This design comes from an exercise in tuning for small area, a short achievable clock period and few clock cycles per item on the open sky130 flow, not from production work. RTL that was checked went through simulation tests only; none was proved equivalent to the original. The RTL of run 1 was laid out without a check of its function. Power figures rest on the tool's default switching activity, not on a simulated workload.

===== design.v =====
module matrix_mem_sequencer #(
  parameter int ADDR_W = 8,
  parameter int DATA_W = 256,
  parameter int RD_LAT = 2
) (
  input  logic              clk,
  input  logic              rst,
  input  logic              start,
  input  logic [ADDR_W-1:0] addr_a,
  input  logic [ADDR_W-1:0] addr_b,
  input  logic [ADDR_W-1:0] addr_c,
  output logic              busy,
  output logic              done,
  output logic [ADDR_W-1:0] ram_addr,
  output logic              ram_wren,
  output logic [DATA_W-1:0] ram_wdata,
  input  logic [DATA_W-1:0] ram_rdata,
  output logic [DATA_W-1:0] mat_a,
  output logic [DATA_W-1:0] mat_b,
  input  logic [DATA_W-1:0] mat_c
);
  localparam int DEPTH = 3;
  logic [ADDR_W-1:0] q_a   [DEPTH];
  logic [ADDR_W-1:0] q_b   [DEPTH];
  logic [ADDR_W-1:0] q_c   [DEPTH];
  logic [DEPTH-1:0]  q_v;
  logic [DEPTH-1:0]  q_ra;    
  logic [DEPTH-1:0]  q_rb;    
  logic [DEPTH-1:0]  q_ab;    
  logic [DEPTH-1:0]  q_fb;    
  logic [DEPTH-1:0]  q_h1b;   
  logic [DEPTH-1:0]  q_h2a;   
  logic [DEPTH-1:0]  q_h2b;   
  logic [DEPTH-1:0]  q_t2, q_t3;
  logic [ADDR_W-1:0] r_lc1, r_lc2;    
  logic              r_lv1, r_lv2;
  logic              r_eval;          
  logic              r_busy;
  logic              r_done;
  logic              r_wren;
  logic [ADDR_W-1:0] r_addr;
  logic              p0_da, p0_db, p1_da, p1_db, p2_da, p2_db;
  logic              sa_c, sa_r, sa_h, sb_c, sb_r, sb_h;
  logic [DATA_W-1:0] r_a, r_b;
  logic [DEPTH-1:0] q_rem;
  assign q_rem = q_ra | q_rb;
  logic rd0, rd1, rd2, isa1, isa2, rdb1, rdb2, rd_en, rd_isa, rd_ab;
  assign isa1 = q_ra[1] && !q_t3[0];
  assign rdb1 = q_rb[1] && !q_h1b[1];
  assign isa2 = q_ra[2] && !q_t2[0] && !q_t3[1] && !q_h2a[2];
  assign rdb2 = q_rb[2] && !q_t3[0] && !q_h2b[2];
  assign rd0  = !r_eval && q_v[0] && q_rem[0];
  assign rd1  = !r_eval && q_v[1] && !q_rem[0] && (isa1 || rdb1);
  assign rd2  = !r_eval && q_v[2] && !q_rem[0] && !q_rem[1] && (isa2 || rdb2);
  assign rd_en  = rd0 || rd1 || rd2;
  assign rd_isa = (rd0 && q_ra[0]) || (rd1 && isa1) || (rd2 && isa2);
  assign rd_ab  = (rd0 && q_ra[0] && q_ab[0]) || (rd1 && isa1 && q_ab[1]) ||
                  (rd2 && isa2 && q_ab[2]);
  logic [ADDR_W-1:0] nx_addr;
  always_comb begin
    if (r_eval)        nx_addr = q_c[0];
    else if (q_rem[0]) nx_addr = q_ra[0] ? q_a[0] : q_b[0];
    else if (q_rem[1]) nx_addr = isa1 ? q_a[1] : q_b[1];
    else               nx_addr = isa2 ? q_a[2] : q_b[2];
  end
  logic             acc;
  logic [DEPTH-1:0] s_v, s_ra, s_rb, s_t2, s_t3;   
  logic [DEPTH-1:0] slot_new;                           
  logic             n_fa, n_fb, n_ab, n_h2a, n_h2b;
  always_comb begin
    for (int i = 0; i < DEPTH; i++) begin
      if (i + 1 < DEPTH) begin
        s_v[i]  = r_eval ? q_v[i+1]  : q_v[i];
        s_ra[i] = r_eval ? q_ra[i+1] : q_ra[i];
        s_rb[i] = r_eval ? q_rb[i+1] : q_rb[i];
        s_t2[i] = r_eval ? q_t2[i+1] : q_t2[i];
        s_t3[i] = r_eval ? q_t3[i+1] : q_t3[i];
      end else begin
        s_v[i]  = !r_eval && q_v[i];
        s_ra[i] = !r_eval && q_ra[i];
        s_rb[i] = !r_eval && q_rb[i];
        s_t2[i] = !r_eval && q_t2[i];
        s_t3[i] = !r_eval && q_t3[i];
      end
    end
    for (int i = 0; i < DEPTH; i++)
      slot_new[i] = !s_v[i] && (i == 0 || s_v[(i == 0) ? 0 : i-1]);
  end
  assign acc   = start && !r_busy;
  assign n_fa  = r_lv1 && (addr_a == r_lc1);
  assign n_fb  = r_lv1 && (addr_b == r_lc1);
  assign n_ab  = (addr_a == addr_b);
  assign n_h2a = r_lv2 && (addr_a == r_lc2);
  assign n_h2b = r_lv2 && (addr_b == r_lc2);
  logic n_near;
  assign n_near = !s_v[1];
  logic e_next;
  assign e_next = r_eval ? (q_v[1] && !q_rem[1] && !q_t2[1])
                         : (q_v[0] && !q_rem[0] && !q_t2[0]);
  logic [DEPTH-1:0] n_v, n_ra, n_rb, n_t2, n_t3, iss;
  always_comb begin
    iss = '0;
    iss[0] = rd0;
    iss[1] = rd1;
    iss[2] = rd2;
    for (int i = 0; i < DEPTH; i++) begin
      n_v[i]  = s_v[i] || (acc && slot_new[i]);
      n_ra[i] = (acc && slot_new[i]) ? !n_fa : (s_ra[i] && !(iss[i] && rd_isa));
      n_rb[i] = (acc && slot_new[i]) ? (!(n_fb && !n_near) && !(n_ab && !n_fa))
                                     : (s_rb[i] && !(iss[i] && !rd_isa));
      n_t3[i] = iss[i];
      n_t2[i] = iss[i] || s_t3[i];
    end
  end
  always_ff @(posedge clk) begin
    if (!rst) begin
      q_v    <= '0;
      q_ra   <= '0;
      q_rb   <= '0;
      q_t2   <= '0;
      q_t3   <= '0;
      r_lv1  <= 1'b0;
      r_lv2  <= 1'b0;
      r_eval <= 1'b0;
      r_busy <= 1'b0;
      r_done <= 1'b0;
      r_wren <= 1'b0;
      p0_da  <= 1'b0; p0_db <= 1'b0;
      p1_da  <= 1'b0; p1_db <= 1'b0;
      p2_da  <= 1'b0; p2_db <= 1'b0;
      sa_c   <= 1'b0; sa_r  <= 1'b0; sa_h <= 1'b1;
      sb_c   <= 1'b0; sb_r  <= 1'b0; sb_h <= 1'b1;
    end else begin
      q_v    <= n_v;
      q_ra   <= n_ra;
      q_rb   <= n_rb;
      q_t2   <= n_t2;
      q_t3   <= n_t3;
      if (acc) begin
        r_lv1 <= 1'b1;
        r_lv2 <= r_lv1;
      end
      r_eval <= e_next;
      r_busy <= n_v[DEPTH-1] && !e_next;
      r_done <= r_eval;
      r_wren <= r_eval;
      p0_da  <= rd_en && rd_isa;
      p0_db  <= rd_en && (!rd_isa || rd_ab);
      p1_da  <= p0_da; p1_db <= p0_db;
      p2_da  <= p1_da; p2_db <= p1_db;
      sa_c   <= e_next;
      sa_r   <= p1_da;
      sa_h   <= !e_next && !p1_da;
      sb_c   <= e_next && (r_eval ? (q_v[2] && q_fb[2]) : (q_v[1] && q_fb[1]));
      sb_r   <= p1_db;
      sb_h   <= !(e_next && (r_eval ? (q_v[2] && q_fb[2]) : (q_v[1] && q_fb[1]))) && !p1_db;
    end
  end
  logic [DEPTH-1:0] pl_new, pl_shift, pl_hold;
  always_comb begin
    for (int i = 0; i < DEPTH; i++) begin
      pl_new[i]   = acc && slot_new[i];
      pl_shift[i] = r_eval && !pl_new[i];
      pl_hold[i]  = !r_eval && !pl_new[i];
    end
  end
  always_ff @(posedge clk) begin
    if (acc) begin
      r_lc1 <= addr_c;
      r_lc2 <= r_lc1;
    end
    for (int i = 0; i + 1 < DEPTH; i++) begin
      q_a[i]   <= ({ADDR_W{pl_new[i]}} & addr_a) | ({ADDR_W{pl_shift[i]}} & q_a[i+1]) |
                  ({ADDR_W{pl_hold[i]}} & q_a[i]);
      q_b[i]   <= ({ADDR_W{pl_new[i]}} & addr_b) | ({ADDR_W{pl_shift[i]}} & q_b[i+1]) |
                  ({ADDR_W{pl_hold[i]}} & q_b[i]);
      q_c[i]   <= ({ADDR_W{pl_new[i]}} & addr_c) | ({ADDR_W{pl_shift[i]}} & q_c[i+1]) |
                  ({ADDR_W{pl_hold[i]}} & q_c[i]);
      q_ab[i]  <= (pl_new[i] && n_ab && !n_fa) || (pl_shift[i] && q_ab[i+1]) || (pl_hold[i] && q_ab[i]);
      q_fb[i]  <= (pl_new[i] && n_fb && !n_near) || (pl_shift[i] && q_fb[i+1]) || (pl_hold[i] && q_fb[i]);
      q_h1b[i] <= (pl_new[i] && n_fb && n_near) || (pl_shift[i] && q_h1b[i+1]) || (pl_hold[i] && q_h1b[i]);
      q_h2a[i] <= (pl_new[i] && n_h2a) || (pl_shift[i] && q_h2a[i+1]) || (pl_hold[i] && q_h2a[i]);
      q_h2b[i] <= (pl_new[i] && n_h2b) || (pl_shift[i] && q_h2b[i+1]) || (pl_hold[i] && q_h2b[i]);
    end
    if (pl_new[DEPTH-1]) begin
      q_a[DEPTH-1]   <= addr_a;
      q_b[DEPTH-1]   <= addr_b;
      q_c[DEPTH-1]   <= addr_c;
      q_ab[DEPTH-1]  <= n_ab && !n_fa;
      q_fb[DEPTH-1]  <= n_fb && !n_near;
      q_h1b[DEPTH-1] <= n_fb && n_near;
      q_h2a[DEPTH-1] <= n_h2a;
      q_h2b[DEPTH-1] <= n_h2b;
    end else if (r_eval) begin
      q_fb[DEPTH-1]  <= 1'b0;
    end
    r_addr <= nx_addr;
  end
  always_ff @(posedge clk) begin
    r_a <= ({DATA_W{sa_c}} & mat_c) | ({DATA_W{sa_r}} & ram_rdata) | ({DATA_W{sa_h}} & r_a);
    r_b <= ({DATA_W{sb_c}} & mat_c) | ({DATA_W{sb_r}} & ram_rdata) | ({DATA_W{sb_h}} & r_b);
  end
  assign busy      = r_busy;
  assign done      = r_done;
  assign ram_addr  = r_addr;
  assign ram_wren  = r_wren;
  assign ram_wdata = r_a;
  assign mat_a     = r_a;
  assign mat_b     = r_b;
endmodule

===== flow/run.sh =====
#!/bin/bash
# Standard ORFS layout with small port buffers (buf_1 on inputs and on
# outputs) and the five datapath pins of each bit placed side by side.
# make's full output goes to standard_flow.log; each ORFS step also keeps its
# own log under orfs/logs.
set -euo pipefail
W=$(pwd)
export PRE_GLOBAL_PLACE_TCL=$W/flow/bufports.tcl
export POST_GLOBAL_PLACE_TCL=$W/flow/unbuf.tcl
export BUFFER_PORTS_ARGS="-outputs -buffer_cell sky130_fd_sc_hd__buf_1"
args="-min_distance 1 -min_distance_in_tracks"
for i in $(seq 0 255); do
  args="$args -group_pins {mat_c[$i] ram_rdata[$i] mat_a[$i] ram_wdata[$i] mat_b[$i]}"
done
export PLACE_PINS_ARGS="$args"
export CTS_ARGS="-sink_clustering_enable -repair_clock_nets -sink_clustering_size 22 -sink_clustering_max_diameter 80 -balance_levels"
# The platform's don't-use list plus a222oi: that cell packs six inputs into
# a small cell and leaves the datapath's pins too crowded to route.
DU=$(awk '/^export DONT_USE_CELLS \+=/{f=1; next} f{c=/\\$/; gsub(/\\/,""); printf "%s ", $0; if (!c) exit}' $FLOW_HOME/platforms/sky130hd/config.mk)
DU="$(echo $DU) sky130_fd_sc_hd__a222oi_1"
echo "DONT_USE_CELLS=$DU" > $W/dont_use.log
bash standard.sh "DONT_USE_CELLS=$DU" finish > $W/standard_flow.log 2>&1

===== flow/bufports.tcl =====
# Input ports get a small buffer here; the standard flow's buffer_ports call (BUFFER_PORTS_ARGS)
# buffers the outputs. dont_touch keeps remove_buffers from taking the input
# buffers out again before placement.
buffer_ports -inputs -buffer_cell sky130_fd_sc_hd__buf_1
foreach inst [get_cells input*] { set_dont_touch $inst }

===== flow/unbuf.tcl =====
# The input buffers were dont_touch only to survive remove_buffers; clear it
# so later steps treat them like any cell, and tie their supply pins with the
# platform's global connections.
foreach inst [get_cells input*] { unset_dont_touch $inst }
global_connect

===== standard.sh =====
#!/bin/bash
# synth_recipe.tcl (not shown) runs the flow's synth.tcl, then flattens the netlist and writes it again
# the make line also repeats each setting of config.mk as NAME=value (left out here)
make -C /OpenROAD-flow-scripts/flow DESIGN_CONFIG=/design/flow/config.mk WORK_HOME=/design/flow/orfs CLKGATE_MAP_FILE= SYNTH_SCRIPT=/design/flow/synth_recipe.tcl "${@:-finish}"

===== config.mk =====
export PLATFORM = sky130hd
export DESIGN_NAME = matrix_mem_sequencer
export DESIGN_NICKNAME = matrix_mem_sequencer
export VERILOG_FILES = /design/flow/design.v
export SDC_FILE = /design/flow/constraint.sdc
export NUM_CORES = 4
export LEC_CHECK = 0
export CAP_MARGIN = 20
export CORE_AREA = 3 3 317 317
export DIE_AREA = 0 0 320 320
export SETUP_SLACK_MARGIN = 1.6
export SLEW_MARGIN = 20

===== constraint.sdc =====
create_clock -name core_clock -period 3.5 [get_ports {clk}]
set_input_delay 0.7000 -clock core_clock [delete_from_list [all_inputs] [get_ports {clk}]]
set_output_delay 0.7000 -clock core_clock [all_outputs]
set_load 0.01 [all_outputs]

==> results.yml, run 1 <==
setup_path:
  endpoint_kind: "flop"
  critPathKind: "reg2reg"
  worstPathMaxFanout: 11
  critPathRequiredTime_ns: 4.07
  start_kind: "flop"
  worst-endpoint-arrival_ns: 2.48
  r2r_setup_slack_ns: 1.58
  reg2reg_depth: 6
route:
  wl_per_cell_um: 18.6
  num_vias: 26100
  drcViolationCount: 0
  viasPerCell: 4.92
  wirelength_mm: 98.6
  drtIter0Drc: 2017
  ant_nets: 0
  drtPass1Iterations: 8
timing:
  setup_ws_ns: 1.58
  finalSetupTns_ns: 0
  final-hold-violation-count: 0
  slew_headroom_pct: 25.4
  finalCritPeriodShare_pct: 54.8
  hold_ws_ns: 0.297
  rsz0062_at_grt: "yes"
  tightest_slew_ns: 1.12
  finalMaxSlewViolations: 0
  finalSetupViolations: 0
  fmaxAchievable_mhz: 521
  period_minus_slack_ns: 1.92
  finClkSkew_ns: 0.0282
global_routing:
  grt_usage_pct: 17.4
  grt_start_max_net_pins: 163
  antenna_found_initial: 32
  grt_pass1_wl_mm: 142
  overflow: 0
  grt_pass1_vias: 24200
yosys:
  netlist_area_um2: 26300
  yosysWarnings: 4
  synth_compound_area_share_pct: 17.4
  synthArstFlopShare_pct: 0
  synth_fp_nets: 3561
  synthAdderAreaFrac_pct: 0
  synth_top_family_by_area: "compound AO/OA/AOI/OAI gates"
  ys_seq_area_share_pct: 50.7
  synth_edf_count: 45
  synth-xor-area-share_pct: 1.33
  synth_top_flop_cell: "dfxtp_1"
  syn_area_per_cell_um2: 8.72
  synthSimpleGateAreaFrac_pct: 17.2
  syn_inst: 3022
  synth_cell_types: 54
  synth_seq_cells: 645
  synthMuxAreaShare_pct: 2.66
hold_path:
  holdCritPathClass: "in2reg"
  hold_path_depth: 3
clock_network:
  ctsLongestPathBuffers: 3
  htreeDepth: 2
  cts.sinks: 645
  worstSkewPairLatency_ns: 0.61
  cts_buffers: 40
  clkTransAtPathRegs_ns: 0.10
  clockRootBuffer: "clkbuf_16"
  cts_tree: "done"
  ctsHoldBuffers: 0
final_layout:
  area_growth_pct: 25.4
  mostFrequentLayoutCells: "1,065 x nand2_1, 815 x buf_1, 520 x a22oi_1, 444 x dfxtp_1, 373 x buf_2"
  drive_gt1_share_pct: 20.1
  final_nets: 4503
  layout_commonest_cell: "nand2_1"
job:
  maxCapViolations: 0
place:
  dpl.hpwl_mm: 68.3
  place_ws_ns: 1.15
  numPortBuffers: 1317
pwr:
  leakagePower_nw: 14.8
  peakVddDrop_uv: 488
  powerDensity_nw_per_um2: 866
  finalPower_mw: 28.6
die:
  die_h_um: 320
  start_util_pct: 27.1
  io_pins: 1318
  dieArea_um2: 102000
  rows: 114
  die_width_um: 320
  core_um2: 97300
outcome:
  run_status: "timing/DRC/antenna clean"
-- Yosys cell counts, types with 9 or more instances --
cell type | n | share of area [%]
a21oi_1 | 37 | 0.70
edfxtp_1 | 45 | 5.1
a2bb2oi_1 | 9 | 0.30
nor2b_1 | 10 | 0.24
xor2_1 | 28 | 0.93
a221oi_1 | 9 | 0.30
dfxtp_1 | 600 | 46
nand2_1 | 1065 | 15
mux2i_1 | 60 | 2.3
o21ai_0 | 36 | 0.68
mux2_2 | 9 | 0.38
xnor2_1 | 12 | 0.40
a22oi_1 | 520 | 15
clkbuf_1 | 161 | 2.3
buf_4 | 257 | 7.3
buf_2 | 40 | 0.76
buf_1 | 11 | 0.16
nor2_1 | 44 | 0.63
-- report_power, final --
part / switching [mW] / internal (mW) / total, mW
clock network: 2.75 / 2.40 / 5.15
logic: 6.02 / 4.36 / 10.4
registers: 2.34 / 10.7 / 13.1
-- routing by layer --
layer	global-route usage [%]	share of wire (%)
met1	20.6	38
met3	3.85	8.1
met5	0	0
met4	15.0	8.6
met2	26.9	45
-- state kept, by name (all words and copies together), names as in the netlist, 2 cells and up --
signal / cells
q_b: 24
q_a: 24
r_lc1: 8
r_lc2: 8
q_ra: 3
q_v: 3
q_c: 24
q_h1b: 2
r_a: 256
q_t2: 2
q_fb: 2
r_b: 256
q_ab: 3
r_addr: 8
q_rb: 3
q_t3: 3
-- timing repair --
action | in CTS | in global routing
buffers inserted | 5 | 5
resized for setup | 502 | 175
setup endpoints to repair | 547 | 195
pin swaps | 2 | 0
gates cloned | 1 | 0
hold endpoints to repair | 0 | 0
-- per-stage QoR --
step | area [um^2] | utilization, % | std cells
2_1_floorplan | 26400 | - | 3022
6_report | 33000 | 34.0 | 5300
4_1_cts | 32700 | 33.6 | 5260
3_3_place_gp | 30700 | 31.5 | 5187
5_1_grt | 33000 | 34.0 | 5297
3_5_place_dp | 30700 | 31.5 | 5187
-- cell families after synthesis --
logic type | count (synthesis)
xor gates and xnor gates | 40
muxes | 69
buffers and inverters | 479
and+or+nand+nor | 1160
DFF | 645
AOI/OAI and AO/OA | 629
-- worst paths after layout --
| path | startpoint | end |
|---|---|---|
| hold / removal | mat_c[247] | r_a[247] |
| hold reg to reg | p0_da | p1_da |
| setup / recovery | q_h2a[2] | q_rb[1] |
| setup reg to reg | q_h2a[2] | q_rb[1] |
-- worst max-delay path, cell delays in order (launching register included) --
cell and delay [ns]:
edfxtp_1 0.43, nor4b_2 0.28, buf_6 0.24, and4_1 0.27, a211oi_1 0.09, a2111oi_1 0.42
a31o_1 0.15
-- cell type report --
type | count | area, um^2
fillers | 10200 | 64200
flip-flops and latches | 645 | 13600
multi-input cells | 1899 | 10200
repair buffers | 1371 | 6230
well taps | 1276 | 1600
clock buffers | 51 | 1100
clock inverters | 16 | 193
diodes | 35 | 87.6
inverters | 7 | 31.3
==> inputs of run 2 (changes only) <==
--- a/design.v
+++ b/design.v
@@ -45,16 +45,22 @@
   logic [DEPTH-1:0] q_rem;
   assign q_rem = q_ra | q_rb;
-  logic rd0, rd1, rd2, isa1, isa2, rdb1, rdb2, rd_en, rd_isa, rd_ab;
+  logic isa1, isa2, rdb1, rdb2;
+  logic [DEPTH-1:0] iss_a, iss_b;    
+  logic rd_ab;
   assign isa1 = q_ra[1] && !q_t3[0];
   assign rdb1 = q_rb[1] && !q_h1b[1];
   assign isa2 = q_ra[2] && !q_t2[0] && !q_t3[1] && !q_h2a[2];
   assign rdb2 = q_rb[2] && !q_t3[0] && !q_h2b[2];
-  assign rd0  = !r_eval && q_v[0] && q_rem[0];
-  assign rd1  = !r_eval && q_v[1] && !q_rem[0] && (isa1 || rdb1);
-  assign rd2  = !r_eval && q_v[2] && !q_rem[0] && !q_rem[1] && (isa2 || rdb2);
-  assign rd_en  = rd0 || rd1 || rd2;
-  assign rd_isa = (rd0 && q_ra[0]) || (rd1 && isa1) || (rd2 && isa2);
-  assign rd_ab  = (rd0 && q_ra[0] && q_ab[0]) || (rd1 && isa1 && q_ab[1]) ||
-                  (rd2 && isa2 && q_ab[2]);
+  always_comb begin
+    iss_a = '0;
+    iss_b = '0;
+    iss_a[0] = !r_eval && q_ra[0];
+    iss_b[0] = !r_eval && !q_ra[0] && q_rb[0];
+    iss_a[1] = !r_eval && !q_rem[0] && isa1;
+    iss_b[1] = !r_eval && !q_rem[0] && !isa1 && rdb1;
+    iss_a[2] = !r_eval && !q_rem[0] && !q_rem[1] && isa2;
+    iss_b[2] = !r_eval && !q_rem[0] && !q_rem[1] && !isa2 && rdb2;
+  end
+  assign rd_ab = (iss_a[0] && q_ab[0]) || (iss_a[1] && q_ab[1]) || (iss_a[2] && q_ab[2]);
   logic [ADDR_W-1:0] nx_addr;
   always_comb begin
@@ -100,13 +106,10 @@
   logic [DEPTH-1:0] n_v, n_ra, n_rb, n_t2, n_t3, iss;
   always_comb begin
-    iss = '0;
-    iss[0] = rd0;
-    iss[1] = rd1;
-    iss[2] = rd2;
+    iss = iss_a | iss_b;
     for (int i = 0; i < DEPTH; i++) begin
       n_v[i]  = s_v[i] || (acc && slot_new[i]);
-      n_ra[i] = (acc && slot_new[i]) ? !n_fa : (s_ra[i] && !(iss[i] && rd_isa));
+      n_ra[i] = (acc && slot_new[i]) ? !n_fa : (s_ra[i] && !iss_a[i]);
       n_rb[i] = (acc && slot_new[i]) ? (!(n_fb && !n_near) && !(n_ab && !n_fa))
-                                     : (s_rb[i] && !(iss[i] && !rd_isa));
+                                     : (s_rb[i] && !iss_b[i]);
       n_t3[i] = iss[i];
       n_t2[i] = iss[i] || s_t3[i];
@@ -145,6 +148,6 @@
       r_done <= r_eval;
       r_wren <= r_eval;
-      p0_da  <= rd_en && rd_isa;
-      p0_db  <= rd_en && (!rd_isa || rd_ab);
+      p0_da  <= |iss_a;
+      p0_db  <= (|iss_b) || rd_ab;
       p1_da  <= p0_da; p1_db <= p0_db;
       p2_da  <= p1_da; p2_db <= p1_db;
--- a/config.mk
+++ b/config.mk
@@ -9,4 +9,4 @@
 export CORE_AREA = 3 3 317 317
 export DIE_AREA = 0 0 320 320
-export SETUP_SLACK_MARGIN = 1.6
+export SETUP_SLACK_MARGIN = 1.5
 export SLEW_MARGIN = 20
==> run 2 against run 1 <==
Still clean. Die area is the same. Sequential power shrank 4%. Final cell count shrank 0.19%. Clock power shrank 3%. Routed wire length shrank 2.1%. Via count shrank 0.44%. Synthesized area shrank 0.37%. Worst hold slack lost 0.0056 ns. First-iteration DRC count shrank 4.4%. Critical path depth shrank 5. Core utilization shrank 1.0 points. Highest routed layer unchanged.
==> results.yml, run 2 <==
yosys:
  synth_cell_types: 51
  synthTopCellsByArea: "dfxtp_1 46%, nand2_1 15%, a22oi_1 15%, buf_4 7.4%, edfxtp_1 5.1%"
  synth_edf_count: 45
  syn_area_per_cell_um2: 8.70
  ys_seq_area_share_pct: 50.9
  synth_compound_area_share_pct: 17.2
  syn_inst: 3019
  synth_top_flop_cell: "dfxtp_1"
  netlist_area_um2: 26300
  synthArstFlopShare_pct: 0
  yosys.area.top_type: "dfxtp_1"
  synthMuxAreaShare_pct: 2.79
  yosys-top-cells-count: "1,072 x nand2_1, 600 x dfxtp_1, 521 x a22oi_1"
  synthSimpleGateAreaFrac_pct: 17.3
  synth-xor-area-share_pct: 1.23
  synth_fp_nets: 3558
  synth_top_family_by_area: "simple AND/OR/NAND/NOR gates"
  synth_top_area_share_pct: 45.8
  yosysWarnings: 4
  synth_seq_cells: 645
  synth_most_common_cell: "nand2_1"
  synthAdderAreaFrac_pct: 0
clock_network:
  cts_tree: "done"
  cts_buffers: 39
  clkTransAtPathRegs_ns: 0.10
  postCtsSetupBuffers: 0
  worstSkewPairLatency_ns: 0.62
  ctsHoldBuffers: 0
  ctsLongestPathBuffers: 3
  htreeDepth: 2
  cts.sinks: 645
  clockRootBuffer: "clkbuf_16"
timing:
  finalSetupViolations: 0
  finalSetupTns_ns: 0
  finClkSkew_ns: 0.0457
  rsz0062_at_grt: "yes"
  finalMaxSlewViolations: 0
  period_minus_slack_ns: 1.94
  fmaxAchievable_mhz: 517
  tightest_slew_ns: 1.06
  final-hold-violation-count: 0
  finalCritPeriodShare_pct: 55.3
  slew_headroom_pct: 29.2
setup_path:
  worstPathMaxFanout: 3
  cp_num_buf_inv: 1
  cp_slowest_stage_delay_ns: 0.44
  start_kind: "flop"
  path_cells: "buf_1"
  endpoint_kind: "output port"
  reg2reg_depth: 4
  path_delay_family: "flip-flops"
  crit_cells: 1
  critPathRequiredTime_ns: 2.80
  critPathKind: "reg2out"
  worst-endpoint-arrival_ns: 1.24
  slowest_stage: "dfxtp_1"
global_routing:
  grt_start_max_net_pins: 165
  antenna_found_initial: 37
  grt_usage_pct: 17.1
  grt_pass1_vias: 23900
  grt_pass1_wl_mm: 140
  overflow: 0
final_layout:
  area_growth_pct: 22.0
  drive_gt1_share_pct: 3.47
  fin_area_um2: 32000
  top_regs: "r_a (256), r_b (256)"
  mostFrequentLayoutCells: "1,311 x buf_1, 1,071 x nand2_1, 590 x dfxtp_1, 521 x a22oi_1, 62 x mux2i_1"
  final_nets: 4489
  layout_commonest_cell: "buf_1"
route:
  viasPerCell: 4.91
  ant_nets: 0
  wl_per_cell_um: 18.2
  drtPass1Iterations: 6
  drcViolationCount: 0
  num_vias: 26000
  wirelength_mm: 96.5
  drtIter0Drc: 1929
die:
  core_um2: 97300
  dieArea_um2: 102000
  die_width_um: 320
  rows: 114
  die_h_um: 320
  io_pins: 1318
  start_util_pct: 27.0
hold_path:
  hold_path_depth: 3
  holdCritPathClass: "in2reg"
outcome:
  run_status: "timing/DRC/antenna clean"
pwr:
  powerDensity_nw_per_um2: 838
  leakagePower_nw: 13.1
  peakVddDrop_uv: 427
place:
  dpl.hpwl_mm: 67.6
  numPortBuffers: 1317
  place_area_um2: 30600
job:
  maxCapViolations: 0
-- run 2: path summary, 6_finish.rpt --
path	slack, ns	to	from
worst max-delay path	1.56	mat_a[5]	r_a[5]
worst min-delay path	0.29	r_b[254]	mat_c[254]
worst max register to register	1.58	q_b[1][0]	q_v[1]
worst min register to register	0.47	sa_r	p1_da
-- run 2: layer usage --
| metal | global-route usage, % | wire, um |
|---|---|---|
| met1 | 19.9 | 36400 |
| met2 | 26.5 | 43700 |
| met5 | 0 | 0 |
| met4 | 15.6 | 8770 |
| met3 | 3.67 | 7560 |
-- run 2: what timing repair did --
action | 4_1_cts | 5_1_grt
cloned | 1 | 1
endpoints found under the setup margin | 5 | 51
resized for setup | 4 | 11
pin swaps | 0 | 1
-- run 2: metrics by stage --
| step | total power [mW] | setup WS, ns | hold slack (ns) | utilization (%) | instances |
|---|---|---|---|---|---|
| after floorplan | 18.8 | 1.38 | 0.412 | - | 3019 |
| after global placement | 21.6 | 1.07 | 0.452 | 31.5 | 5183 |
| after detailed placement | 21.8 | 1.06 | 0.456 | 31.5 | 5183 |
| after CTS | 26.9 | 1.47 | 0.227 | 32.8 | 5248 |
| after global routing | 28.4 | 1.41 | 0.253 | 32.9 | 5286 |
| final | 26.8 | 1.56 | 0.292 | 32.9 | 5290 |
-- run 2: area by class of cell --
class / instances / area [um^2]
diodes: 41 / 103
clock buffers: 53 / 1100
clock inverters: 11 / 129
inverters: 7 / 26.3
well taps: 1276 / 1600
multi-input cells: 1898 / 10200
flip-flops and latches: 645 / 13400
repair buffers: 1359 / 5510
fillers: 10300 / 65200
-- run 2: report_power, final --
part	switching [mW]	internal (mW)	total, mW
combinational	5.77	3.46	9.22
sequential	2.23	10.4	12.6
clock	2.71	2.28	5.00
-- run 2: cells by family (layout without fill, tap and decap cells) --
family          count (synthesis)  after routing
flops                         645            645
buf+inv                       477           1430
xor+xnor                       37             37
mux                            72             72
simple gates                 1173           1174
compound gates                615            615
other cells                     0             41
Testbench counts of run 2, summed over its fixed seeds: cycles 8,227, items 3,200.
==> inputs of run 3 (changes only) <==
--- a/config.mk
+++ b/config.mk
@@ -9,4 +9,5 @@
 export CORE_AREA = 3 3 317 317
 export DIE_AREA = 0 0 320 320
-export SETUP_SLACK_MARGIN = 1.5
+export PLACE_DENSITY = 0.7
+export SETUP_SLACK_MARGIN = 1.6
 export SLEW_MARGIN = 20
==> run 3 against run 2 <==
Clock-buffer cell count decreased by 6. Critical path type is now in2reg. Core utilization increased by 0.75 points. Critical endpoint is now q_rb[0]. Sequential share of layout area decreased by 0.45 points. Worst hold slack improved by 0.015 ns. Maximum frequency increased by 3.4%. Synthesized area unchanged. Cell area increased by 2.3%. Non-clock buffer count increased by 26. Largest cell class unchanged. Routed wire length decreased by 2.3%. Global-route usage decreased by 0.57 points. Total power increased by 1.5%. Synthesized cell count unchanged.
==> results.yml, run 3 <==
pwr:
  clock_power_share_pct: 17.2
  switching_share_pct: 39.0
  seqPwrFrac_pct: 46.8
  p_int_mw: 16.6
  powerDensity_nw_per_um2: 832
  peakVddDrop_uv: 535
  power.share.combinational_pct: 36.0
  leakagePower_nw: 14.4
  p_sw_mw: 10.6
clock_network:
  clkTransAtPathRegs_ns: 0.09
  cts_tree: "done"
  cts.sinks: 645
  htreeDepth: 2
  ctsHoldBuffers: 0
  clockRootBuffer: "clkbuf_16"
  cts_buffers: 37
  ctsLongestPathBuffers: 3
  worstSkewPairLatency_ns: 0.60
final_layout:
  layout_commonest_cell: "nand2_1"
  mostFrequentLayoutCells: "1,071 x nand2_1, 934 x buf_1, 520 x a22oi_1, 470 x dfxtp_1, 227 x clkbuf_2"
  top_regs: "r_a (256), r_b (256)"
  area_growth_pct: 24.8
  fin_util_pct: 33.7
  seq_area_um2: 13500
  multi_input_area_um2: 10200
  nFillCells: 10000
  final_nets: 4513
  fin_area_um2: 32800
  drive_gt1_share_pct: 16.5
yosys:
  yosysWarnings: 4
  synth_fp_nets: 3558
  synth_top_area_share_pct: 45.8
  synth_top_flop_cell: "dfxtp_1"
  synth_edf_count: 45
  synthTopCellsByArea: "dfxtp_1 46%, nand2_1 15%, a22oi_1 15%, buf_4 7.4%, edfxtp_1 5.1%"
  yosys.area.top_type: "dfxtp_1"
  ys_seq_area_share_pct: 50.9
  netlist_area_um2: 26300
  synthArstFlopShare_pct: 0
  synth_most_common_cell: "nand2_1"
  syn_inst: 3019
  syn_area_per_cell_um2: 8.70
  synth_seq_cells: 645
  yosys-top-cells-count: "1,072 x nand2_1, 600 x dfxtp_1, 521 x a22oi_1"
  synth_cell_types: 51
timing:
  tightest_slew_ns: 0.975
  rsz0062_at_grt: "yes"
  finalSetupTns_ns: 0
  finClkSkew_ns: 0.0366
  finalCritPeriodShare_pct: 53.5
  finalMaxSlewViolations: 0
  fmaxAchievable_mhz: 534
  hold_ws_ns: 0.307
  final-hold-violation-count: 0
  finalSetupViolations: 0
  slew_headroom_pct: 34.9
  period_minus_slack_ns: 1.87
route:
  drcViolationCount: 0
  num_vias: 26400
  drtIter0Drc: 1989
  wirelength_mm: 94.2
  drtPass1Iterations: 6
  viasPerCell: 5.00
  ant_nets: 0
  wl_per_cell_um: 17.8
global_routing:
  grt_usage_pct: 16.6
  grt_start_max_net_pins: 162
  overflow: 0
  antenna_found_initial: 12
  grt_pass1_wl_mm: 137
  grt_pass1_vias: 24600
setup_path:
  worstPathMaxFanout: 6
  slowest_stage: "or4_4"
  path_cells: "buf_1 -> inv_2 -> a221o_1 -> or4_4 -> o22ai_2 -> a31oi_1"
  endpoint_kind: "flop"
  cp_num_buf_inv: 2
  critPathKind: "in2reg"
  worst-endpoint-arrival_ns: 2.35
  start_kind: "input port"
  cp_slowest_stage_delay_ns: 0.57
  critPathRequiredTime_ns: 3.98
  path_delay_family: "compound AO/OA/AOI/OAI gates"
place:
  numPortBuffers: 1317
  dpl.hpwl_mm: 65.1
  place_area_um2: 30800
hold_path:
  holdCritPathClass: "in2reg"
outcome:
  run_status: "timing/DRC/antenna clean"
die:
  start_util_pct: 27.0
  io_pins: 1318
  rows: 114
  core_um2: 97300
  dieArea_um2: 102000
  die_width_um: 320
  die_h_um: 320
job:
  maxCapViolations: 0
==> run 3: cell counts after synthesis <==
No cell type changed its count.
==> run 3: worst register-to-register path, delay by kind of cell (launching register included) <==
family | cells | cell delay, ns
AO/OA/AOI/OAI | 3 | 0.57
flip-flops | 1 | 0.43
AND/OR/NAND/NOR | 2 | 0.73
==> run 3: per-layer routing <==
layer  global-route usage [%]  vias to the layer above  part of all wire, %
met2                     26.0                     1639                   46
li1                         -                    12000                    -
met5                        0                        -               0.0096
met3                     4.09                      522                  8.5
met4                     14.3                        2                  9.2
met1                     18.8                    12300                   37
==> run 3: layout make-up <==
class / count / share of cell area (%)
Antenna cell: 13 / 0.0993
Clock buffer: 47 / 2.94
Multi-Input combinational cell: 1898 / 31.1
Clock inverter: 11 / 0.409
Inverter: 7 / 0.0802
Timing Repair Buffer: 1385 / 19.1
Sequential cell: 645 / 41.3
Tap cell: 1276 / 4.87
==> run 3: final timing paths <==
check / slack (ns) / cells past startpoint / end / from
worst max register to register: 1.64 / 5 / q_rb[0] / r_lc1[3]
worst max-delay path: 1.63 / 6 / q_rb[0] / addr_b[5]
worst min-delay path: 0.31 / 3 / r_b[215] / ram_rdata[215]
worst min register to register: 0.45 / 1 / p1_db / p0_db
==> run 3: kinds of logic after synthesis <==
family | count (synthesis) | share of synthesized area, %
buf+inv | 477 | 10.6
mux | 72 | 2.79
compound gates | 615 | 17.2
flops | 645 | 50.9
simple gates | 1173 | 17.3
xor+xnor | 37 | 1.23
==> run 3: through the flow <==
stage / instances / setup slack (ns) / total power [mW]
after floorplan: 3019 / 1.38 / 18.8
after global placement: 5203 / 1.06 / 21.5
after detailed placement: 5203 / 1.03 / 21.7
after CTS: 5263 / 1.52 / 26.7
after global routing: 5280 / 1.53 / 28.7
final: 5282 / 1.63 / 27.3
==> run 3: power by group through the flow <==
stage               Clock [mW]  Combinational [mW]  Sequential (mW)
finish                    4.68                9.81             12.8
global route              5.06                10.6             13.0
detailed placement           0                9.10             12.6
CTS                       4.79                9.33             12.6
global placement             0                8.92             12.6
floorplan                    0                5.36             13.5
==> run 3: timing repair <==
| action | in CTS | in global routing |
|---|---|---|
| gates resized for setup | 232 | 311 |
| pin swaps | 1 | 2 |
| buffers inserted | 1 | 5 |
| setup endpoints to repair | 429 | 385 |
| cloned | 1 | 1 |
==> inputs of run 4 (changes only) <==
--- a/config.mk
+++ b/config.mk
@@ -9,5 +9,5 @@
 export CORE_AREA = 3 3 317 317
 export DIE_AREA = 0 0 320 320
-export PLACE_DENSITY = 0.7
+export PLACE_DENSITY = 0.4
 export SETUP_SLACK_MARGIN = 1.6
 export SLEW_MARGIN = 20
==> run 4 against run 3 <==
Routed wire length up 25%. Non-clock buffer count is 25 lower. Global-route usage rose by 4.6 points. Total power rose by 16%. First-iteration DRC count shrank 14%. Worst setup slack gained 0.017 ns. Clock-buffer cell count increased by 5. Die area did not move. Critical endpoint is now ram_wdata[245]. Highest routed layer unchanged.
==> results.yml, run 4 <==
timing:
  hold_ws_ns: 0.266
  rsz0062_at_grt: "yes"
  tightest_slew_ns: 1.09
  finalCritPeriodShare_pct: 53.0
  fmaxAchievable_mhz: 539
  final-hold-violation-count: 0
  finClkSkew_ns: 0.0273
  finalSetupViolations: 0
  slew_headroom_pct: 27.2
  finalSetupTns_ns: 0
  period_minus_slack_ns: 1.85
  finalMaxSlewViolations: 0
global_routing:
  grt_start_max_net_pins: 158
  antenna_found_initial: 104
  grt_pass1_vias: 25200
  grt_pass1_wl_mm: 165
  overflow: 0
  grt_usage_pct: 21.2
die:
  core_um2: 97300
  dieArea_um2: 102000
  rows: 114
  start_util_pct: 27.0
  io_pins: 1318
  die_h_um: 320
  die_width_um: 320
outcome:
  run_status: "timing/DRC/antenna clean"
route:
  drcViolationCount: 0
  viasPerCell: 4.87
  num_vias: 26100
  wirelength_mm: 117
  wl_per_cell_um: 21.9
  ant_nets: 0
  drtIter0Drc: 1701
  drtPass1Iterations: 7
yosys:
  syn_inst: 3019
  syn_area_per_cell_um2: 8.70
  synth_top_flop_cell: "dfxtp_1"
  synth_top_area_share_pct: 45.8
  ys_seq_area_share_pct: 50.9
  synth_seq_cells: 645
  netlist_area_um2: 26300
  synthArstFlopShare_pct: 0
  yosys.area.top_type: "dfxtp_1"
  synth_fp_nets: 3558
  synth_most_common_cell: "nand2_1"
  yosys-top-cells-count: "1,072 x nand2_1, 600 x dfxtp_1, 521 x a22oi_1"
  synth_edf_count: 45
  synth_cell_types: 51
  yosysWarnings: 4
  synthTopCellsByArea: "dfxtp_1 46%, nand2_1 15%, a22oi_1 15%, buf_4 7.4%, edfxtp_1 5.1%"
final_layout:
  top_regs: "r_a (256), r_b (256)"
  fin_area_um2: 35900
  nFillCells: 10200
  stdcell_count: 5358
  final_nets: 4495
  fin_util_pct: 36.9
  layout_commonest_cell: "nand2_1"
  mostFrequentLayoutCells: "1,071 x nand2_1, 575 x buf_1, 520 x a22oi_1, 390 x buf_2, 297 x dfxtp_1"
  area_growth_pct: 36.9
  drive_gt1_share_pct: 29.9
clock_network:
  ctsLongestPathBuffers: 3
  cts_tree: "done"
  ctsHoldBuffers: 0
  htreeDepth: 2
  clkTransAtPathRegs_ns: 0.10
  clockRootBuffer: "clkbuf_16"
  cts.sinks: 645
  cts_buffers: 44
  worstSkewPairLatency_ns: 0.65
hold_path:
  min-delay-start: "mat_c[247]"
  holdCritPathClass: "in2reg"
setup_path:
  critPathKind: "reg2out"
  endpoint_kind: "output port"
  cp_num_buf_inv: 1
  rr_startpoint: "r_eval"
  path_cells: "buf_6"
  start_kind: "flop"
  worstPathMaxFanout: 3
  path_delay_family: "flip-flops"
  slowest_stage: "dfxtp_4"
  crit_start: "r_a[245]"
  worst-endpoint-arrival_ns: 1.15
  critPathRequiredTime_ns: 2.80
  cp_slowest_stage_delay_ns: 0.39
pwr:
  peakVddDrop_uv: 356
  leakagePower_nw: 16.2
  powerDensity_nw_per_um2: 879
place:
  dpl.hpwl_mm: 81.6
  dp.cells: 5177
  place_area_um2: 30600
  numPortBuffers: 1317
job:
  maxCapViolations: 0
## run 4: what timing repair did
| action | in CTS | in global routing |
|---|---|---|
| gates cloned | 2 | 1 |
| endpoints found under the setup margin | 784 | 182 |
| pin swaps | 0 | 2 |
| resized for setup | 1418 | 102 |
| setup buffers | 1 | 5 |
## run 4: cell type report
type / count / area, um^2 / area share (%)
inverters: 7 / 26.3 / 0.0731
flip-flops and latches: 645 / 14000 / 39.1
clock inverters: 27 / 382 / 1.06
well taps: 1276 / 1600 / 4.44
repair buffers: 1360 / 8290 / 23.1
diodes: 93 / 233 / 0.648
clock buffers: 52 / 1150 / 3.20
multi-input cells: 1898 / 10200 / 28.4
## run 4: final timing paths
| check | cells past startpoint | to | slack, ns |
|---|---|---|---|
| max reg2reg | 6 | sb_h | 1.66 |
| min | 3 | r_a[247] | 0.27 |
| max | 1 | ram_wdata[245] | 1.65 |
| min reg2reg | 1 | p1_da | 0.45 |
## run 4: cells by family (layout without fill, tap and decap cells)
logic type             Yosys count  in the layout  share of synthesized area (%)
XOR/XNOR                        37             37                           1.23
buffers and inverters          477           1446                           10.6
AO/OA/AOI/OAI                  615            615                           17.2
multiplexers                    72             72                           2.79
AND/OR/NAND/NOR               1173           1174                           17.3
other                            0             93                              0
flip-flops                     645            645                           50.9
## run 4: stage by stage
stage	setup WS, ns	total power [mW]
after CTS	1.53	31.5
after floorplan	1.38	18.8
after detailed placement	1.02	22.3
after global placement	1.04	22.4
after global routing	1.55	33.2
final	1.65	31.6
## run 4: where the power goes
part | switching (mW) | internal (mW) | leakage (nW)
registers | 2.60 | 10.9 | 5.54
logic | 6.14 | 6.06 | 9.92
clock network | 3.06 | 2.79 | 0.731
## run 4: metal layers
| metal | global-route usage [%] | routed length [um] | share of wire [%] | vias to the layer above |
|---|---|---|---|---|
| met4 | 21.3 | 12000 | 10 | 20 |
| met5 | 0 | 129 | 0.11 | - |
| met1 | 23.3 | 43900 | 37 | 12200 |
| met2 | 32.2 | 53000 | 45 | 1337 |
| li1 | - | - | - | 12000 |
| met3 | 5.94 | 8440 | 7.2 | 454 |
==> inputs of run 5 (changes only) <==
--- a/config.mk
+++ b/config.mk
@@ -9,5 +9,4 @@
 export CORE_AREA = 3 3 317 317
 export DIE_AREA = 0 0 320 320
-export PLACE_DENSITY = 0.4
 export SETUP_SLACK_MARGIN = 1.6
 export SLEW_MARGIN = 20
==> run 5 against run 4 <==
Final cell count decreased by 1.2%. Sequential power decreased by 5%. Die area unchanged. Maximum frequency decreased by 0.61%. Still clean on timing, DRC and antenna. Critical path depth increased by 4. Via count decreased by 0.20%.
==> results.yml, run 5 <==
timing:
  finalSetupTns_ns: 0
  setup_ws_ns: 1.63
  finalSetupViolations: 0
  hold_ws_ns: 0.293
  fmaxAchievable_mhz: 536
  finClkSkew_ns: 0.0352
  final-hold-violation-count: 0
  rsz0062_at_grt: "yes"
  finalCritPeriodShare_pct: 53.3
  finalMaxSlewViolations: 0
  slew_headroom_pct: 42.3
  period_minus_slack_ns: 1.87
  tightest_slew_ns: 0.865
global_routing:
  overflow: 0
  grt_usage_pct: 17.2
  antenna_found_initial: 31
  grt_start_max_net_pins: 89
  grt_pass1_vias: 24200
  grt_pass1_wl_mm: 141
setup_path:
  crit_cells: 5
  critPathKind: "reg2reg"
  reg2reg_depth: 5
  worst-endpoint-arrival_ns: 2.36
  endpoint_kind: "flop"
  endpoint: "q_rb[1]"
  cp_slowest_stage_delay_ns: 0.58
  reg2reg_to: "q_rb[1]"
  cp_num_buf_inv: 0
  critPathRequiredTime_ns: 3.99
  slowest_stage: "or4_4"
  path_cells: "nor2b_1 -> a221o_1 -> or4_4 -> o22ai_2 -> o22ai_1"
  worstPathMaxFanout: 4
  crit_start: "r_lc1[3]"
  r2r_setup_slack_ns: 1.63
  path_delay_family: "simple AND/OR/NAND/NOR gates"
  rr_startpoint: "r_lc1[3]"
  start_kind: "flop"
yosys:
  synthTopCellsByArea: "dfxtp_1 46%, nand2_1 15%, a22oi_1 15%, buf_4 7.4%, edfxtp_1 5.1%"
  syn_inst: 3019
  synth_top_area_share_pct: 45.8
  yosysWarnings: 4
  synth_edf_count: 45
  netlist_area_um2: 26300
  synth_fp_nets: 3558
  synth_cell_types: 51
  ys_seq_area_share_pct: 50.9
  synth_most_common_cell: "nand2_1"
  synth_top_flop_cell: "dfxtp_1"
  synthArstFlopShare_pct: 0
  yosys.area.top_type: "dfxtp_1"
  yosys-top-cells-count: "1,072 x nand2_1, 600 x dfxtp_1, 521 x a22oi_1"
  synth_seq_cells: 645
  syn_area_per_cell_um2: 8.70
final_layout:
  top_regs: "r_a (256), r_b (256)"
  drive_gt1_share_pct: 16.7
  layout_commonest_cell: "nand2_1"
  fin_area_um2: 32800
  fin_util_pct: 33.8
  mostFrequentLayoutCells: "1,071 x nand2_1, 927 x buf_1, 520 x a22oi_1, 461 x dfxtp_1, 235 x buf_2"
  final_nets: 4501
  stdcell_count: 5295
  area_growth_pct: 25.1
place:
  dpl.hpwl_mm: 68.0
  place_area_um2: 30600
  numPortBuffers: 1317
  dp.cells: 5189
  place_ws_ns: 1.06
die:
  start_util_pct: 27.0
  die_width_um: 320
  dieArea_um2: 102000
  die_h_um: 320
  core_um2: 97300
  rows: 114
  io_pins: 1318
pwr:
  peakVddDrop_uv: 431
  powerDensity_nw_per_um2: 841
  finalPower_mw: 27.6
  leakagePower_nw: 14.4
clock_network:
  cts.sinks: 645
  cts_tree: "done"
  worstSkewPairLatency_ns: 0.61
  clkTransAtPathRegs_ns: 0.10
  ctsHoldBuffers: 0
  ctsLongestPathBuffers: 3
  cts_buffers: 39
  htreeDepth: 2
  clockRootBuffer: "clkbuf_16"
route:
  drtIter0Drc: 1907
  wirelength_mm: 97.5
  viasPerCell: 4.92
  num_vias: 26000
  ant_nets: 0
  drtPass1Iterations: 8
  drcViolationCount: 0
  wl_per_cell_um: 18.4
outcome:
  run_status: "timing/DRC/antenna clean"
job:
  maxCapViolations: 0
hold_path:
  holdCritPathClass: "in2reg"
## run 5: changes by cell type in the layout (fill, tap and decap cells not counted), moves of 60 or more
cell / before / now
dfxtp_1: 297 / 461
buf_4: 98 / 38
buf_2: 390 / 235
buf_6: 260 / 1
clkbuf_2: 17 / 153
dfxtp_4: 122 / 8
buf_1: 575 / 927
## run 5: report_power, final
part	switching, mW	total (mW)	internal [mW]
Clock	2.72	5.07	2.35
Sequential	2.22	12.8	10.5
Combinational	5.78	9.76	3.98
## run 5: layout make-up
type                            count  area, um^2
Inverter                            7        26.3
Tap cell                         1276        1600
Sequential cell                   645       13600
Clock inverter                     14         221
Fill cell                       10300       64400
Antenna cell                       35        87.6
Multi-Input combinational cell   1898       10200
Clock buffer                       49        1040
Timing Repair Buffer             1371        6110
## run 5: kinds of logic after synthesis
logic type / Yosys count / synth area share [%]
AOI/OAI and AO/OA: 615 / 17.2
xor gates and xnor gates: 37 / 1.23
muxes: 72 / 2.79
DFF: 645 / 50.9
buffers and inverters: 477 / 10.6
and+or+nand+nor: 1173 / 17.3
## run 5: how the worst min path moves through the flow
stage                          start  cells past startpoint  endpoint  slack, ns
after floorplan                p0_da                      1     p1_da       0.41
after global placement         p0_db                      1     p1_db       0.45
after detailed placement       p0_db                      1     p1_db       0.45
after CTS                 mat_c[209]                      3  r_a[209]       0.23
after global routing      mat_c[209]                      3  r_a[209]       0.27
final                     mat_c[209]                      3  r_a[209]       0.29
## run 5: tightest hold or removal path, cell delays in order
cell,delay [ns]
buf_1,0.08
nand2_1,0.06
nand2_1,0.04
## run 5: repair_timing
action,CTS,global route
gates cloned,3,1
buffers inserted,1,3
pin swaps,0,1
gates resized for setup,337,203
endpoints found under the setup margin,434,252
## run 5: layer usage
layer  global-route usage, %  routed length (um)  vias up
met5                       0                   0        -
li1                        -                   -    12000
met3                    3.54                7280      450
met4                    14.7                8800        0
met1                    19.9               37100    12100
met2                    27.3               44300     1487
==> inputs of run 6 (changes only) <==
--- a/config.mk
+++ b/config.mk
@@ -9,4 +9,5 @@
 export CORE_AREA = 3 3 317 317
 export DIE_AREA = 0 0 320 320
+export PLACE_DENSITY = 0.5
 export SETUP_SLACK_MARGIN = 1.6
 export SLEW_MARGIN = 20
==> run 6 against run 5 <==
Still clean on timing, DRC and antenna. Global-route usage increased by 1.6 points. Clock power about the same. Synthesized cell count unchanged. First-iteration DRC count decreased by 19%. Sequential share of layout area decreased by 0.34 points. Cell area increased by 1.5%. Worst hold slack improved by 0.0084 ns. Worst setup slack improved by 0.020 ns. Sequential cell count unchanged. Largest power group unchanged. Highest routed layer is now met5.
==> results.yml, run 6 <==
route:
  drtPass1Iterations: 7
  wirelength_mm: 105
  wl_per_cell_um: 19.6
  drtIter0Drc: 1548
  viasPerCell: 4.86
  drcViolationCount: 0
  ant_nets: 0
  num_vias: 26000
yosys:
  syn_inst: 3019
  synth_most_common_cell: "nand2_1"
  syn_area_per_cell_um2: 8.70
  yosys-top-cells-count: "1,072 x nand2_1, 600 x dfxtp_1, 521 x a22oi_1"
  synthArstFlopShare_pct: 0
  synth_edf_count: 45
  ys_seq_area_share_pct: 50.9
  synthTopCellsByArea: "dfxtp_1 46%, nand2_1 15%, a22oi_1 15%, buf_4 7.4%, edfxtp_1 5.1%"
  synth_cell_types: 51
  synth_fp_nets: 3558
  netlist_area_um2: 26300
  synth_top_area_share_pct: 45.8
  synth_top_flop_cell: "dfxtp_1"
  yosysWarnings: 4
  synth_seq_cells: 645
  yosys.area.top_type: "dfxtp_1"
final_layout:
  fin_area_um2: 33400
  nFillCells: 10400
  drive_gt1_share_pct: 21.3
  top_regs: "r_a (256), r_b (256)"
  layout_commonest_cell: "nand2_1"
  fin_util_pct: 34.3
  stdcell_count: 5345
  area_growth_pct: 27.0
  final_nets: 4503
  mostFrequentLayoutCells: "1,071 x nand2_1, 791 x buf_1, 520 x a22oi_1, 422 x dfxtp_1, 390 x buf_2"
pwr:
  peakVddDrop_uv: 406
  finalPower_mw: 28.2
  leakagePower_nw: 14.9
  powerDensity_nw_per_um2: 846
die:
  dieArea_um2: 102000
  die_width_um: 320
  die_h_um: 320
  core_um2: 97300
  io_pins: 1318
  start_util_pct: 27.0
  rows: 114
setup_path:
  r2r_setup_slack_ns: 1.70
  crit_cells: 1
  slowest_stage: "dfxtp_1"
  path_cells: "buf_1"
  reg2reg_depth: 5
  critPathRequiredTime_ns: 2.80
  critPathKind: "reg2out"
  path_delay_family: "flip-flops"
  endpoint: "ram_wdata[152]"
  start_kind: "flop"
  rr_startpoint: "r_lc1[3]"
  worstPathMaxFanout: 3
  worst-endpoint-arrival_ns: 1.15
  reg2reg_to: "q_rb[0]"
  endpoint_kind: "output port"
  cp_slowest_stage_delay_ns: 0.37
  cp_num_buf_inv: 1
  crit_start: "r_a[152]"
timing:
  finalCritPeriodShare_pct: 52.7
  finalSetupViolations: 0
  finClkSkew_ns: 0.0398
  final-hold-violation-count: 0
  slew_headroom_pct: 30.9
  hold_ws_ns: 0.301
  fmaxAchievable_mhz: 542
  period_minus_slack_ns: 1.85
  setup_ws_ns: 1.65
  finalMaxSlewViolations: 0
  tightest_slew_ns: 1.04
  finalSetupTns_ns: 0
  rsz0062_at_grt: "yes"
clock_network:
  htreeDepth: 2
  cts_tree: "done"
  cts_buffers: 40
  cts.sinks: 645
  worstSkewPairLatency_ns: 0.61
  ctsHoldBuffers: 0
  clkTransAtPathRegs_ns: 0.09
  ctsLongestPathBuffers: 3
  clockRootBuffer: "clkbuf_16"
global_routing:
  grt_pass1_wl_mm: 150
  overflow: 0
  grt_usage_pct: 18.8
  grt_start_max_net_pins: 152
  grt_pass1_vias: 24500
  antenna_found_initial: 75
place:
  numPortBuffers: 1317
  place_ws_ns: 1.07
  dp.cells: 5193
  dpl.hpwl_mm: 74.4
  place_area_um2: 30700
hold_path:
  min-delay-start: "mat_c[254]"
  holdCritPathClass: "in2reg"
outcome:
  run_status: "timing/DRC/antenna clean"
job:
  maxCapViolations: 0
-- run 6: changes by cell type in the layout (fill, tap and decap cells not counted), moves of 19 or more --
| cell | delta |
|---|---|
| dfxtp_1 | -39 |
| dfxtp_4 | +19 |
| dfxtp_2 | +20 |
| buf_1 | -136 |
| buf_2 | +155 |
| buf_6 | +22 |
| clkbuf_2 | -50 |
| diode_2 | +44 |
-- run 6: metal layers --
metal  track usage [%]  part of all wire [%]
met5                 0                 0.012
met3              4.27                   6.6
met1              20.9                    38
met4              18.6                   9.7
met2              29.4                    46
-- run 6: power breakdown --
group | internal, mW | switching, mW | total, mW
combinational | 4.32 | 5.88 | 10.2
clock | 2.31 | 2.78 | 5.08
sequential | 10.6 | 2.31 | 12.9
-- run 6: cell families after synthesis --
logic type / Yosys count / synth area share, %
flops: 645 / 50.9
compound gates: 615 / 17.2
xor+xnor: 37 / 1.23
buf+inv: 477 / 10.6
simple gates: 1173 / 17.3
mux: 72 / 2.79
-- run 6: worst min-delay path by stage --
stage                           to  slack [ns]  cells past startpoint
after global routing      r_a[251]        0.26                      3
after global placement     r_b[68]        0.45                      2
after detailed placement     p1_db        0.45                      1
after floorplan              p1_da        0.41                      1
final                     r_a[254]        0.30                      3
after CTS                 r_a[254]        0.22                      3
-- run 6: what timing repair did --
item	CTS	global route
buffers inserted	2	2
endpoints found under the setup margin	561	189
gates cloned	1	0
hold endpoints to repair	0	0
gates resized for setup	618	151
pin swaps	0	1
-- run 6: cell type report --
type / instances / area [um^2] / share of cell area, %
Sequential cell: 645 / 13700 / 40.9
Multi-Input combinational cell: 1897 / 10200 / 30.6
Timing Repair Buffer: 1373 / 6410 / 19.2
Tap cell: 1276 / 1600 / 4.79
Clock buffer: 52 / 1100 / 3.29
Antenna cell: 79 / 198 / 0.593
Clock inverter: 16 / 165 / 0.495
Inverter: 7 / 26.3 / 0.0788
==> inputs of run 7 (changes only) <==
--- a/config.mk
+++ b/config.mk
@@ -10,4 +10,4 @@
 export DIE_AREA = 0 0 320 320
 export PLACE_DENSITY = 0.5
-export SETUP_SLACK_MARGIN = 1.6
+export SETUP_SLACK_MARGIN = 1.65
 export SLEW_MARGIN = 20
==> run 7 against run 6 <==
Still clean. Cell area grew 5.0%. Maximum frequency grew 1.1%. First-iteration DRC count grew 24%. Worst setup slack gained 0.020 ns. Via count grew 0.77%. Clock skew shrank 0.0039 ns. Combinational power grew 13%. Die area is the same. Largest cell class unchanged.
==> results.yml, run 7 <==
route:
  drtPass1Iterations: 5
  wirelength_mm: 108
  drcViolationCount: 0
  viasPerCell: 4.90
  ant_nets: 0
  wl_per_cell_um: 20.2
  drtIter0Drc: 1918
  num_vias: 26200
timing:
  finalCritPeriodShare_pct: 52.1
  finalSetupViolations: 0
  finClkSkew_ns: 0.0360
  finalSetupTns_ns: 0
  tightest_slew_ns: 1.13
  final-hold-violation-count: 0
  slew_headroom_pct: 25.0
  fmaxAchievable_mhz: 548
  period_minus_slack_ns: 1.82
  rsz0062_at_grt: "yes"
  finalMaxSlewViolations: 0
setup_path:
  cp_slowest_stage_delay_ns: 0.39
  cp_num_buf_inv: 1
  slowest_stage: "dfxtp_2"
  path_cells: "buf_2"
  path_delay_family: "flip-flops"
  endpoint_kind: "output port"
  start_kind: "flop"
  critPathRequiredTime_ns: 2.80
  critPathKind: "reg2out"
  worstPathMaxFanout: 3
  worst-endpoint-arrival_ns: 1.12
job:
  maxCapViolations: 0
hold_path:
  holdCritPathClass: "in2reg"
yosys:
  synthTopCellsByArea: "dfxtp_1 46%, nand2_1 15%, a22oi_1 15%, buf_4 7.4%, edfxtp_1 5.1%"
  synth_seq_cells: 645
  yosys.area.top_type: "dfxtp_1"
  netlist_area_um2: 26300
  synth_edf_count: 45
  synthArstFlopShare_pct: 0
  synth_top_area_share_pct: 45.8
  synth_top_flop_cell: "dfxtp_1"
  syn_inst: 3019
  ys_seq_area_share_pct: 50.9
  yosysWarnings: 4
  syn_area_per_cell_um2: 8.70
  synth_cell_types: 51
  synth_most_common_cell: "nand2_1"
  synth_fp_nets: 3558
  yosys-top-cells-count: "1,072 x nand2_1, 600 x dfxtp_1, 521 x a22oi_1"
die:
  dieArea_um2: 102000
  io_pins: 1318
  die_h_um: 320
  start_util_pct: 27.0
  die_width_um: 320
  rows: 114
  core_um2: 97300
global_routing:
  grt_pass1_wl_mm: 152
  antenna_found_initial: 74
  busiest_layer: "met2"
  use_met2_pct: 30.0
  grt_pass1_vias: 24700
  use_met1_pct: 20.8
  grt_use_met3_pct: 4.35
  grt_start_max_net_pins: 173
  grt_usage_pct: 19.0
  overflow: 0
final_layout:
  fin_area_um2: 35000
  final_nets: 4504
  stdcell_count: 5342
  drive_gt1_share_pct: 30.4
  mostFrequentLayoutCells: "1,071 x nand2_1, 561 x buf_1, 521 x a22oi_1, 440 x buf_2, 289 x dfxtp_1"
  top_regs: "r_a (256), r_b (256)"
  layout_commonest_cell: "nand2_1"
  fin_util_pct: 36.0
  area_growth_pct: 33.4
pwr:
  switching_share_pct: 37.3
  leakagePower_nw: 16.0
  peakVddDrop_uv: 437
  seqPwrFrac_pct: 44.5
  p_sw_mw: 11.2
  p_int_mw: 18.8
  power.share.combinational_pct: 38.4
  clock_power_share_pct: 17.0
  finalPower_mw: 30.0
  powerDensity_nw_per_um2: 855
clock_network:
  worstSkewPairLatency_ns: 0.60
  cts.sinks: 645
  htreeDepth: 2
  cts_buffers: 39
  clkTransAtPathRegs_ns: 0.10
  cts_tree: "done"
  ctsHoldBuffers: 0
  clockRootBuffer: "clkbuf_16"
  ctsLongestPathBuffers: 3
place:
  place_area_um2: 30700
  dpl.hpwl_mm: 75.1
  dp.cells: 5188
  numPortBuffers: 1317
outcome:
  run_status: "timing/DRC/antenna clean"
==> run 7: cell counts after synthesis <==
No cell type changed its count.
==> run 7: kinds of logic after synthesis <==
logic type	Yosys count	synth area share, %
flops	645	50.9
xor+xnor	37	1.23
simple gates	1173	17.3
compound gates	615	17.2
mux	72	2.79
buf+inv	477	10.6
==> run 7: through the flow <==
step / hold WS (ns) / setup WS (ns)
final: 0.297 / 1.68
after detailed placement: 0.448 / 0.970
after floorplan: 0.412 / 1.38
after CTS: 0.249 / 1.62
after global placement: 0.442 / 0.969
after global routing: 0.273 / 1.58
==> run 7: path summary, 6_finish.rpt <==
check	from	endpoint	cells after the start	slack [ns]
max	r_a[50]	mat_a[50]	1	1.68
min	mat_c[1]	r_a[1]	3	0.30
max reg2reg	r_lc1[3]	q_ab[2]	7	1.70
min reg2reg	p0_da	p1_da	1	0.46
==> run 7: layout make-up <==
cell class              count  area [um^2]
diodes                     78          195
clock buffers              51         1060
clock inverters            13          189
fillers                 10200        62200
inverters                   7         33.8
multi-input cells        1897        10200
flip-flops and latches    645        14000
well taps                1276         1600
repair buffers           1375         7770
==> run 7: repair_timing <==
action / in CTS / in global routing
setup buffers: 3 / 8
gates cloned: 1 / 0
endpoints found under the setup margin: 751 / 446
resized for setup: 1085 / 305
pin swaps: 0 / 4
endpoints found under the hold margin: 0 / 0
==> run 7: power groups by stage <==
stage                     sequential [mW]  clock, mW  combinational [mW]
final                                13.3       5.11                11.5
after detailed placement             12.8          0                9.24
after CTS                            13.1       5.29                10.9
after global placement               12.8          0                9.19
after floorplan                      13.5          0                5.37
after global routing                 13.6       5.55                12.3
==> run 7: layer usage <==
layer  routed length (um)  vias to the layer above
met5                   15                        -
met4                11300                        2
met3                 7470                      489
met2                50200                     1361
met1                39200                    12300
li1                     -                    12000

separate check: timing with driven ports:
How much do the figures lean on ideal ports? The routed layouts below were timed once more, with nothing changed but the port constraints.
Step 1, drivers: a clkbuf_16 drives clk and a buf_2 each remaining input, both assumed.
Step 2 times the ports against the registers' clock, not the clock port: input delays grow and output delays shrink by t, the midpoint of the rising clock arrivals with the driver on.
Slacks: ideal / step 1 / step 2; pairs: ideal / step 1.
run	t (ns)	setup slack, ns	worst hold slack (ns)	cell pins on the clock port's net
run 1	0.667	1.581 / 1.581 / 1.213	0.297 / 0.262 / 0.443	1
run 2	0.655	1.565 / 1.506 / 1.043	0.292 / 0.255 / 0.474	1
run 3	0.643	1.629 / 1.573 / 1.019	0.307 / 0.277 / 0.450	1
run 4	0.696	1.646 / 1.576 / 1.064	0.266 / 0.226 / 0.446	1
run 5	0.661	1.634 / 1.571 / 1.092	0.293 / 0.266 / 0.464	1
run 6	0.655	1.655 / 1.594 / 1.046	0.301 / 0.274 / 0.468	1
run 7	0.651	1.675 / 1.614 / 1.209	0.297 / 0.277 / 0.456	1
After both steps every run listed still meets setup and hold. The setup slack of run 3, which loses most, moves by -0.056 ns with the drivers and by -0.610 ns with both steps.
